Source: an optimization exercise on an open RTL-to-GDS flow (aim: small area, a short achievable clock period and few clock cycles). Production flows keep margins and buffers that such runs may drop. Only simulation tests tie the RTL to the original design; equivalence was not proved.

--- design/flow/config.mk ---
export PLATFORM = sky130hd
export DESIGN_NAME = rau_top
export DESIGN_NICKNAME = rau_top
export VERILOG_FILES = /design/flow/design.v
export SDC_FILE = /design/flow/constraint.sdc
export NUM_CORES = 4
export LEC_CHECK = 0
export CAP_MARGIN = 20
export CORE_MARGIN = 2
export CORE_UTILIZATION = 40
export SLEW_MARGIN = 20
--- design/flow/constraint.sdc ---
create_clock -name core_clock -period 11.0 [get_ports {clock}]
set_input_delay 2.2000 -clock core_clock [delete_from_list [all_inputs] [get_ports {clock}]]
set_output_delay 2.2000 -clock core_clock [all_outputs]
set_load 0.01 [all_outputs]
--- design/flow/design.v ---
package rau_pkg;
   localparam logic [1:0] CMD_ADD = 2'd0;
   localparam logic [1:0] CMD_SUB = 2'd1;
   localparam logic [1:0] CMD_MUL = 2'd2;
   localparam logic [1:0] CMD_DIV = 2'd3;
   localparam logic [1:0] STAT_OK       = 2'd0;
   localparam logic [1:0] STAT_DIV_ZERO = 2'd1;
   localparam logic [1:0] STAT_OVERFLOW = 2'd2;
   localparam logic [1:0] MSTEP_N0  = 2'd0;
   localparam logic [1:0] MSTEP_N1  = 2'd1;
   localparam logic [1:0] MSTEP_DEN = 2'd2;
   typedef struct packed {
      logic [1:0]         cmd;
      logic signed [31:0] a_num;
      logic signed [31:0] a_den;
      logic signed [31:0] b_num;
      logic signed [31:0] b_den;
   } req_type;
   typedef struct packed {
      logic signed [31:0] res_num;
      logic signed [31:0] res_den;
      logic [1:0]         status;
   } rsp_type;
   typedef struct packed {
      logic       load;
      logic       mul_en;
      logic [1:0] mul_step;
      logic       combine;
      logic       gcd_init;
      logic       gcd_step;
      logic       g_load;
      logic       div_init;
      logic       div_step;
      logic       div_den;
      logic       emit;
   } ctrl_cmd_type;
   typedef struct packed {
      logic den_zero;
      logic gcd_done;
      logic div_last;
   } ctrl_stat_type;
endpackage
module rau_ctrl (
   input  logic          clock,
   input  logic          reset,
   input  logic          start,
   output logic          busy,
   input  rau_pkg::ctrl_stat_type stat,
   output rau_pkg::ctrl_cmd_type  cmd
);
   localparam logic [3:0] S_IDLE  = 4'd0;
   localparam logic [3:0] S_MUL0  = 4'd1;
   localparam logic [3:0] S_MUL1  = 4'd2;
   localparam logic [3:0] S_MUL2  = 4'd3;
   localparam logic [3:0] S_COMB  = 4'd4;
   localparam logic [3:0] S_GINIT = 4'd5;
   localparam logic [3:0] S_GCD   = 4'd6;
   localparam logic [3:0] S_GFIN  = 4'd7;
   localparam logic [3:0] S_DIVN  = 4'd8;
   localparam logic [3:0] S_DINIT = 4'd9;
   localparam logic [3:0] S_DIVD  = 4'd10;
   localparam logic [3:0] S_DONE  = 4'd11;
   logic [3:0] state_ff, state_in;
   always_ff @(posedge clock) begin
      if (reset) begin
         state_ff <= S_IDLE;
      end else begin
         state_ff <= state_in;
      end
   end
   assign busy = (state_ff != S_IDLE);
   always_comb begin
      state_in = state_ff;
      cmd      = '0;
      unique case (state_ff)
         S_IDLE: begin
            if (start) begin
               cmd.load = 1'b1;
               state_in = S_MUL0;
            end
         end
         S_MUL0: begin
            cmd.mul_en   = 1'b1;
            cmd.mul_step = rau_pkg::MSTEP_N0;
            state_in     = S_MUL1;
         end
         S_MUL1: begin
            cmd.mul_en   = 1'b1;
            cmd.mul_step = rau_pkg::MSTEP_N1;
            state_in     = S_MUL2;
         end
         S_MUL2: begin
            cmd.mul_en   = 1'b1;
            cmd.mul_step = rau_pkg::MSTEP_DEN;
            state_in     = S_COMB;
         end
         S_COMB: begin
            cmd.combine = 1'b1;
            state_in    = stat.den_zero ? S_DONE : S_GINIT;
         end
         S_GINIT: begin
            cmd.gcd_init = 1'b1;
            state_in     = S_GCD;
         end
         S_GCD: begin
            if (stat.gcd_done) begin
               state_in = S_GFIN;
            end else begin
               cmd.gcd_step = 1'b1;
            end
         end
         S_GFIN: begin
            cmd.g_load   = 1'b1;
            cmd.div_init = 1'b1;
            state_in     = S_DIVN;
         end
         S_DIVN: begin
            cmd.div_step = 1'b1;
            if (stat.div_last) state_in = S_DINIT;
         end
         S_DINIT: begin
            cmd.div_init = 1'b1;
            cmd.div_den  = 1'b1;
            state_in     = S_DIVD;
         end
         S_DIVD: begin
            cmd.div_step = 1'b1;
            cmd.div_den  = 1'b1;
            if (stat.div_last) state_in = S_DONE;
         end
         S_DONE: begin
            cmd.emit = 1'b1;
            state_in = S_IDLE;
         end
         default: begin
            state_in = S_IDLE;
         end
      endcase
   end
endmodule
module rau_datapath #(
   parameter int WORD_BITS = 32
) (
   input  logic          clock,
   input  logic          reset,
   input  rau_pkg::req_type       req_data,
   input  rau_pkg::ctrl_cmd_type  cmd,
   output rau_pkg::ctrl_stat_type stat,
   output logic          rsp_valid,
   output rau_pkg::rsp_type       rsp_data
);
   localparam int MW = 2 * WORD_BITS;
   localparam int SW = $clog2(MW);
   logic [1:0]           op_ff;
   logic [3:0]           sgn_ff;
   logic [WORD_BITS-1:0] mag_ff [4];
   logic [WORD_BITS-1:0] raw    [4];
   logic [MW-1:0] p0_mag_ff, p1_mag_ff, n_mag_ff, d_mag_ff;
   logic          p0_neg_ff, p1_neg_ff, n_neg_ff, d_neg_ff;
   logic [MW-1:0] u_ff, v_ff, g_ff, qn_ff, qd_ff, quot_ff;
   logic [MW:0]   rem_ff;
   logic [SW-1:0] k_ff, cnt_ff;
   logic          rsp_valid_ff;
   rau_pkg::rsp_type       rsp_ff;
   logic [WORD_BITS-1:0] mx_mag, my_mag;
   logic                 mx_neg, my_neg;
   logic [MW-1:0]        prod_mag;
   logic                 prod_neg;
   logic                 b_neg;
   logic [MW-1:0]        sum_mag;
   logic                 sum_neg;
   logic [MW:0]          shifted, rem_in;
   logic                 ge;
   logic [MW-1:0]        quot_in;
   logic [MW-1:0]        lim;
   logic                 fits_n, fits_d;
   logic signed [WORD_BITS-1:0] enc_n, enc_d;
   assign raw[0] = req_data.a_num[WORD_BITS-1:0];
   assign raw[1] = req_data.a_den[WORD_BITS-1:0];
   assign raw[2] = req_data.b_num[WORD_BITS-1:0];
   assign raw[3] = req_data.b_den[WORD_BITS-1:0];
   always_ff @(posedge clock) begin
      if (cmd.load) begin
         op_ff <= req_data.cmd;
         for (int i = 0; i < 4; i++) begin
            sgn_ff[i] <= raw[i][WORD_BITS-1];
            mag_ff[i] <= raw[i][WORD_BITS-1] ? (~raw[i] + 1'b1) : raw[i];
         end
      end
   end
   always_comb begin
      unique case (cmd.mul_step)
         rau_pkg::MSTEP_N0: begin
            mx_mag = mag_ff[0];
            mx_neg = sgn_ff[0];
            my_mag = (op_ff == rau_pkg::CMD_MUL) ? mag_ff[2] : mag_ff[3];
            my_neg = (op_ff == rau_pkg::CMD_MUL) ? sgn_ff[2] : sgn_ff[3];
         end
         rau_pkg::MSTEP_N1: begin
            mx_mag = mag_ff[2];
            mx_neg = sgn_ff[2];
            my_mag = mag_ff[1];
            my_neg = sgn_ff[1];
         end
         default: begin
            mx_mag = mag_ff[1];
            mx_neg = sgn_ff[1];
            my_mag = (op_ff == rau_pkg::CMD_DIV) ? mag_ff[2] : mag_ff[3];
            my_neg = (op_ff == rau_pkg::CMD_DIV) ? sgn_ff[2] : sgn_ff[3];
         end
      endcase
      prod_mag = MW'(mx_mag) * MW'(my_mag);
      prod_neg = (prod_mag != '0) && (mx_neg ^ my_neg);
   end
   always_ff @(posedge clock) begin
      if (cmd.mul_en) begin
         unique case (cmd.mul_step)
            rau_pkg::MSTEP_N0: begin
               p0_mag_ff <= prod_mag;
               p0_neg_ff <= prod_neg;
            end
            rau_pkg::MSTEP_N1: begin
               p1_mag_ff <= prod_mag;
               p1_neg_ff <= prod_neg;
            end
            default: begin
               d_mag_ff <= prod_mag;
               d_neg_ff <= prod_neg;
            end
         endcase
      end
   end
   always_comb begin
      b_neg = p1_neg_ff ^ ((op_ff == rau_pkg::CMD_SUB) && (p1_mag_ff != '0));
      priority if (p0_neg_ff == b_neg) begin
         sum_mag = p0_mag_ff + p1_mag_ff;
         sum_neg = p0_neg_ff;
      end else if (p0_mag_ff >= p1_mag_ff) begin
         sum_mag = p0_mag_ff - p1_mag_ff;
         sum_neg = p0_neg_ff;
      end else begin
         sum_mag = p1_mag_ff - p0_mag_ff;
         sum_neg = b_neg;
      end
      if (sum_mag == '0) sum_neg = 1'b0;
   end
   always_ff @(posedge clock) begin
      if (cmd.combine) begin
         if ((op_ff == rau_pkg::CMD_ADD) || (op_ff == rau_pkg::CMD_SUB)) begin
            n_mag_ff <= sum_mag;
            n_neg_ff <= sum_neg;
         end else begin
            n_mag_ff <= p0_mag_ff;
            n_neg_ff <= p0_neg_ff;
         end
      end
   end
   always_ff @(posedge clock) begin
      if (cmd.gcd_init) begin
         u_ff <= n_mag_ff;
         v_ff <= d_mag_ff;
         k_ff <= '0;
      end else if (cmd.gcd_step) begin
         priority if (!u_ff[0] && !v_ff[0]) begin
            u_ff <= u_ff >> 1;
            v_ff <= v_ff >> 1;
            k_ff <= k_ff + 1'b1;
         end else if (!u_ff[0]) begin
            u_ff <= u_ff >> 1;
         end else if (!v_ff[0]) begin
            v_ff <= v_ff >> 1;
         end else if (u_ff >= v_ff) begin
            u_ff <= (u_ff - v_ff) >> 1;
         end else begin
            v_ff <= (v_ff - u_ff) >> 1;
         end
      end
      if (cmd.g_load) g_ff <= v_ff << k_ff;
   end
   always_comb begin
      shifted = {rem_ff[MW-1:0], quot_ff[MW-1]};
      ge      = (shifted >= {1'b0, g_ff});
      rem_in  = ge ? (shifted - {1'b0, g_ff}) : shifted;
      quot_in = {quot_ff[MW-2:0], ge};
   end
   always_ff @(posedge clock) begin
      if (cmd.div_init) begin
         rem_ff  <= '0;
         quot_ff <= cmd.div_den ? d_mag_ff : n_mag_ff;
         cnt_ff  <= '0;
      end else if (cmd.div_step) begin
         rem_ff  <= rem_in;
         quot_ff <= quot_in;
         cnt_ff  <= cnt_ff + 1'b1;
         if (stat.div_last) begin
            if (cmd.div_den) qd_ff <= quot_in;
            else             qn_ff <= quot_in;
         end
      end
   end
   assign stat.den_zero = (d_mag_ff == '0);
   assign stat.gcd_done = (u_ff == '0);
   assign stat.div_last = (cnt_ff == SW'(MW - 1));
   always_comb begin
      lim    = MW'(1) << (WORD_BITS - 1);
      fits_n = n_neg_ff ? (qn_ff <= lim) : (qn_ff < lim);
      fits_d = d_neg_ff ? (qd_ff <= lim) : (qd_ff < lim);
      enc_n  = n_neg_ff ? (~qn_ff[WORD_BITS-1:0] + 1'b1) : qn_ff[WORD_BITS-1:0];
      enc_d  = d_neg_ff ? (~qd_ff[WORD_BITS-1:0] + 1'b1) : qd_ff[WORD_BITS-1:0];
   end
   always_ff @(posedge clock) begin
      if (reset) begin
         rsp_valid_ff <= 1'b0;
      end else begin
         rsp_valid_ff <= cmd.emit;
      end
   end
   always_ff @(posedge clock) begin
      if (cmd.emit) begin
         priority if (d_mag_ff == '0) begin
            rsp_ff.res_num <= '0;
            rsp_ff.res_den <= 32'sd1;
            rsp_ff.status  <= rau_pkg::STAT_DIV_ZERO;
         end else if (!fits_n || !fits_d) begin
            rsp_ff.res_num <= '0;
            rsp_ff.res_den <= 32'sd1;
            rsp_ff.status  <= rau_pkg::STAT_OVERFLOW;
         end else begin
            rsp_ff.res_num <= 32'(enc_n);
            rsp_ff.res_den <= 32'(enc_d);
            rsp_ff.status  <= rau_pkg::STAT_OK;
         end
      end
   end
   assign rsp_valid = rsp_valid_ff;
   assign rsp_data  = rsp_ff;
endmodule
module rational_arith_unit #(
   parameter int WORD_BITS = 32
) (
   input  logic    clock,
   input  logic    reset,
   input  logic    start,
   output logic    busy,
   input  rau_pkg::req_type req_data,
   output logic    rsp_valid,
   output rau_pkg::rsp_type rsp_data
);
   rau_pkg::ctrl_cmd_type  cmd;
   rau_pkg::ctrl_stat_type stat;
   rau_ctrl u_ctrl (
      .clock (clock),
      .reset (reset),
      .start (start),
      .busy  (busy),
      .stat  (stat),
      .cmd   (cmd)
   );
   rau_datapath #(
      .WORD_BITS (WORD_BITS)
   ) u_datapath (
      .clock     (clock),
      .reset     (reset),
      .req_data  (req_data),
      .cmd       (cmd),
      .stat      (stat),
      .rsp_valid (rsp_valid),
      .rsp_data  (rsp_data)
   );
endmodule
module rau_top (
   input  logic        clock,
   input  logic        reset,
   input  logic        start,
   output logic        busy,
   input  logic [1:0]  req_cmd,
   input  logic [31:0] req_a_num,
   input  logic [31:0] req_a_den,
   input  logic [31:0] req_b_num,
   input  logic [31:0] req_b_den,
   output logic        rsp_valid,
   output logic [31:0] rsp_num,
   output logic [31:0] rsp_den,
   output logic [1:0]  rsp_status
);
   rau_pkg::req_type req_data;
   rau_pkg::rsp_type rsp_data;
   assign req_data.cmd   = req_cmd;
   assign req_data.a_num = req_a_num;
   assign req_data.a_den = req_a_den;
   assign req_data.b_num = req_b_num;
   assign req_data.b_den = req_b_den;
   rational_arith_unit u_rau (
      .clock     (clock),
      .reset     (reset),
      .start     (start),
      .busy      (busy),
      .req_data  (req_data),
      .rsp_valid (rsp_valid),
      .rsp_data  (rsp_data)
   );
   assign rsp_num    = rsp_data.res_num;
   assign rsp_den    = rsp_data.res_den;
   assign rsp_status = rsp_data.status;
endmodule
--- design/flow/run.sh ---
#!/bin/bash
# synth_recipe.tcl (not shown) runs the flow's synth.tcl, then flattens the netlist and writes it again
# the make line also repeats each setting of config.mk as NAME=value (left out here)
make -C /OpenROAD-flow-scripts/flow DESIGN_CONFIG=/design/flow/config.mk WORK_HOME=/design/flow/orfs CLKGATE_MAP_FILE= SYNTH_SCRIPT=/design/flow/synth_recipe.tcl finish
==> impl_metrics.yaml <==
run_status:
  status: "finished clean"
route:
  drcViolationCount: 0
  drt-wirelength-per-cell_um: 28.4
  drtPass1Iterations: 6
  via_per_inst: 5.93
  num_vias: 84600
  drt_iter0_markers: 8584
  postRouteAntennaNets: 0
  wl_um: 406000
setup_path:
  r2r-start: "u_rau.u_ctrl.state_ff[1]$_SDFFE_PP0P_"
  critPathSlowestCell: "fa_1"
  critical_path_class: "reg2reg"
  cp-start-kind: "flip-flop"
  cpMostUsedCell: "fa_1"
  cp-end-kind: "flip-flop"
  worstPathRequired_ps: 11510
  worstPathArrival_ps: 11200
  crit_fanout: 32
  crit_start: "u_rau.u_ctrl.state_ff[1]$_SDFFE_PP0P_"
  max_stage_delay_ps: 570
sta:
  rsz0062_at_grt: "false"
  post-route-period-util: 0.972
  setup-violations-final: 0
  hold_viol_final: 0
  fmax_mhz: 93.5
  worstMarginPinSlew_ps: 1290
  fin_tns_setup_ps: 0
  slew_viol_final: 0
  min_period_ps: 10690
  slew_headroom: 0.137
  clock-skew-final_ps: 85.5
die:
  die_area_sq_um: 248000
  dieWidth_um: 498
  rows: 181
  start_util: 0.402
  core_sq_um: 243000
  io_pins: 201
  die_y_um: 498
final_layout:
  layout_commonest_cell: "nor2_1"
  final_cell_mix: "nor2_1, inv_1, nand2_1"
  drive_gt1_frac: 0.0701
  area_growth_syn_to_layout_pct: 11.1
  fin_nets: 12600
  nFillCells: 23800
  stdcell_area_sq_um: 109000
  final_cells: 14300
synthesis:
  synth_flop_cell: "edfxtp_1"
  synth_edf_count: 844
  synth-xor-area-share: 0.0437
  yosysSeqAreaShare: 0.276
  yosysWarnings: 4
  ys_seq_elements: 925
  syn_area_sq_um: 97800
  syn_nets: 12600
  synth_simple_gate_area_frac: 0.159
  avgSynthCellArea_sq_um: 8.94
  async_reset_ff_frac: 0
  synth_top_family_by_area: "adder cells"
  synth.distinct_cells: 91
  synth_cells: 10900
  synth-compound-area-share: 0.154
  synthMuxAreaShare: 0.0249
  synth_fa_ha_area_frac: 0.268
global_route:
  grt.total_usage: 0.320
  grtUsageMet2: 0.528
  grt_pass1_wl_um: 589000
  overflow: 0
  grt.busiest_layer: "met2"
  met1_usage: 0.410
  grt_antenna_before_repair: 31
  grt_max_degree: 98
  met3_usage: 0.0513
  grt_pass1_vias: 84800
clock_network:
  cts_root_buf: "clkbuf_16"
  cts_sinks: 925
  insertion_delay_ps: 820
  htreeDepth: 3
  tritoncts: "done"
  path_clk_slew_ps: 60
  cts_buffers: 108
  cts_max_path_buffers: 3
placement:
  placed_cells: 14000
  io_buffers: 200
  dp_hpwl_um: 330000
  place.gp.congestion: 1.03
  place_area_sq_um: 105000
hold_path:
  hp-class: "reg2reg"
  hp-start: "u_rau.u_datapath.quot_ff[39]$_DFFE_PP_"
run:
  max-cap-violations: 0
[logic make-up after synthesis]
logic type,Yosys count
AOI/OAI and AO/OA,2336
and+or+nand+nor,3541
xor gates and xnor gates,484
adders and majority gates,1555
muxes,185
DFF,925
buffers and inverters,1916
[worst max-delay path: cells and delay by family, from the launching register on]
kind            cells  cell delay [ps]
flops               1              400
compound gates      8             2170
xor+xnor            1              110
simple gates        8             2120
fa+ha+maj           9             4260
buf+inv             9             1340
[layer usage]
layer	vias to the layer above	part of all wire
met1	42600	0.41
met5	-	0.000076
li1	37500	-
met4	4	0.058
met3	768	0.073
met2	3753	0.46
[repair_timing]
| item | 4_1_cts | 5_1_grt |
|---|---|---|
| resized for setup | 2 | 17 |
| hold buffers | 0 | 0 |
| pin swaps | 1 | 0 |
| setup endpoints to repair | 3 | 3 |
| buffers inserted | 1 | 2 |
[stage by stage]
| stage | utilization | hold slack, ps | setup WS (ps) |
|---|---|---|---|
| 3_5_place_dp | 0.431 | 471 | -348 |
| 3_3_place_gp | 0.430 | 460 | -254 |
| 5_1_grt | 0.446 | 460 | 13.0 |
| 4_1_cts | 0.446 | 430 | 72.0 |
| 6_report | 0.447 | 451 | 309 |
| 2_1_floorplan | - | 445 | 108 |
[registers in the layout, indices dropped and copies added, names as in the netlist, 4 cells and up]
signal                      count
u_rau.u_datapath.p1_mag_ff     64
u_rau.u_datapath.v_ff          64
u_rau.u_datapath.rsp_ff        66
u_rau.u_ctrl.state_ff           4
u_rau.u_datapath.mag_ff       128
u_rau.u_datapath.d_mag_ff      64
u_rau.u_datapath.k_ff           6
u_rau.u_datapath.rem_ff        64
u_rau.u_datapath.n_mag_ff      64
u_rau.u_datapath.cnt_ff         6
u_rau.u_datapath.p0_mag_ff     64
u_rau.u_datapath.quot_ff       64
u_rau.u_datapath.u_ff          64
u_rau.u_datapath.g_ff          64
u_rau.u_datapath.sgn_ff         4
u_rau.u_datapath.qn_ff         64
u_rau.u_datapath.qd_ff         64
[synth_stat cells (121+ instances only)]
library cell,count,share of area
a21o_1,255,0.020
a21oi_1,593,0.030
a31oi_1,144,0.0092
clkbuf_1,562,0.022
edfxtp_1,844,0.26
fa_1,902,0.18
ha_1,653,0.084
inv_1,1289,0.049
mux2i_1,132,0.014
nand2_1,1217,0.047
nand3_1,196,0.010
nand4_1,121,0.0077
nor2_1,1332,0.051
o21ai_0,558,0.029
xnor2_1,320,0.029
xor2_1,162,0.015
[area by class of cell]
type / instances / area, sq um / share of cell area
timing repair buffer: 521 / 4620 / 0.0425
multi-input combinational: 8101 / 64500 / 0.594
inverter: 1298 / 4870 / 0.0449
antenna: 22 / 55.1 / 0.000507
clock inverter: 77 / 751 / 0.00691
sequential: 925 / 27000 / 0.248
clock buffer: 126 / 2850 / 0.0263
tap: 3202 / 4010 / 0.0369
[path summary, 6_finish.rpt]
| path | to | slack [ps] | cells past startpoint |
|---|---|---|---|
| max | u_rau.u_datapath.d_neg_ff$_DFFE_PP_ | 310 | 35 |
| min | u_rau.u_datapath.qd_ff[40]$_DFFE_PP_ | 450 | 0 |
| max reg2reg | u_rau.u_datapath.d_neg_ff$_DFFE_PP_ | 310 | 35 |
| min reg2reg | u_rau.u_datapath.qd_ff[40]$_DFFE_PP_ | 450 | 0 |
Testbench counts, summed over its fixed seeds: cycles 401,623.

-- what the ideal ports hide --
Ports are ideal in the flow. The routed layout listed here was re-timed in OpenROAD. Step 1 sets driving cells, clkbuf_16 on the clock port and buf_2 on the other inputs (assumed; they add their load-dependent delay and slew). Step 2 adds t to the input delays and takes it off the output delays; t is the mean of the earliest and latest rising clock arrival at the registers after step 1. Input paths then give back, and output paths get back, about the clock's delay inside the block. Three values: ideal, step 1, step 2; two values: the first two.
t (ns): 0.865
slack for setup (ns): 0.309 / 0.309 / 0.309
worst hold slack (ns): 0.451 / 0.451 / 0.451
worst slew at a driven data input, ns: 0.11
After both steps this run still meets setup and hold. For this run, drivers alone change the setup slack by 0.000 ns; drivers and shift together by 0.000 ns.
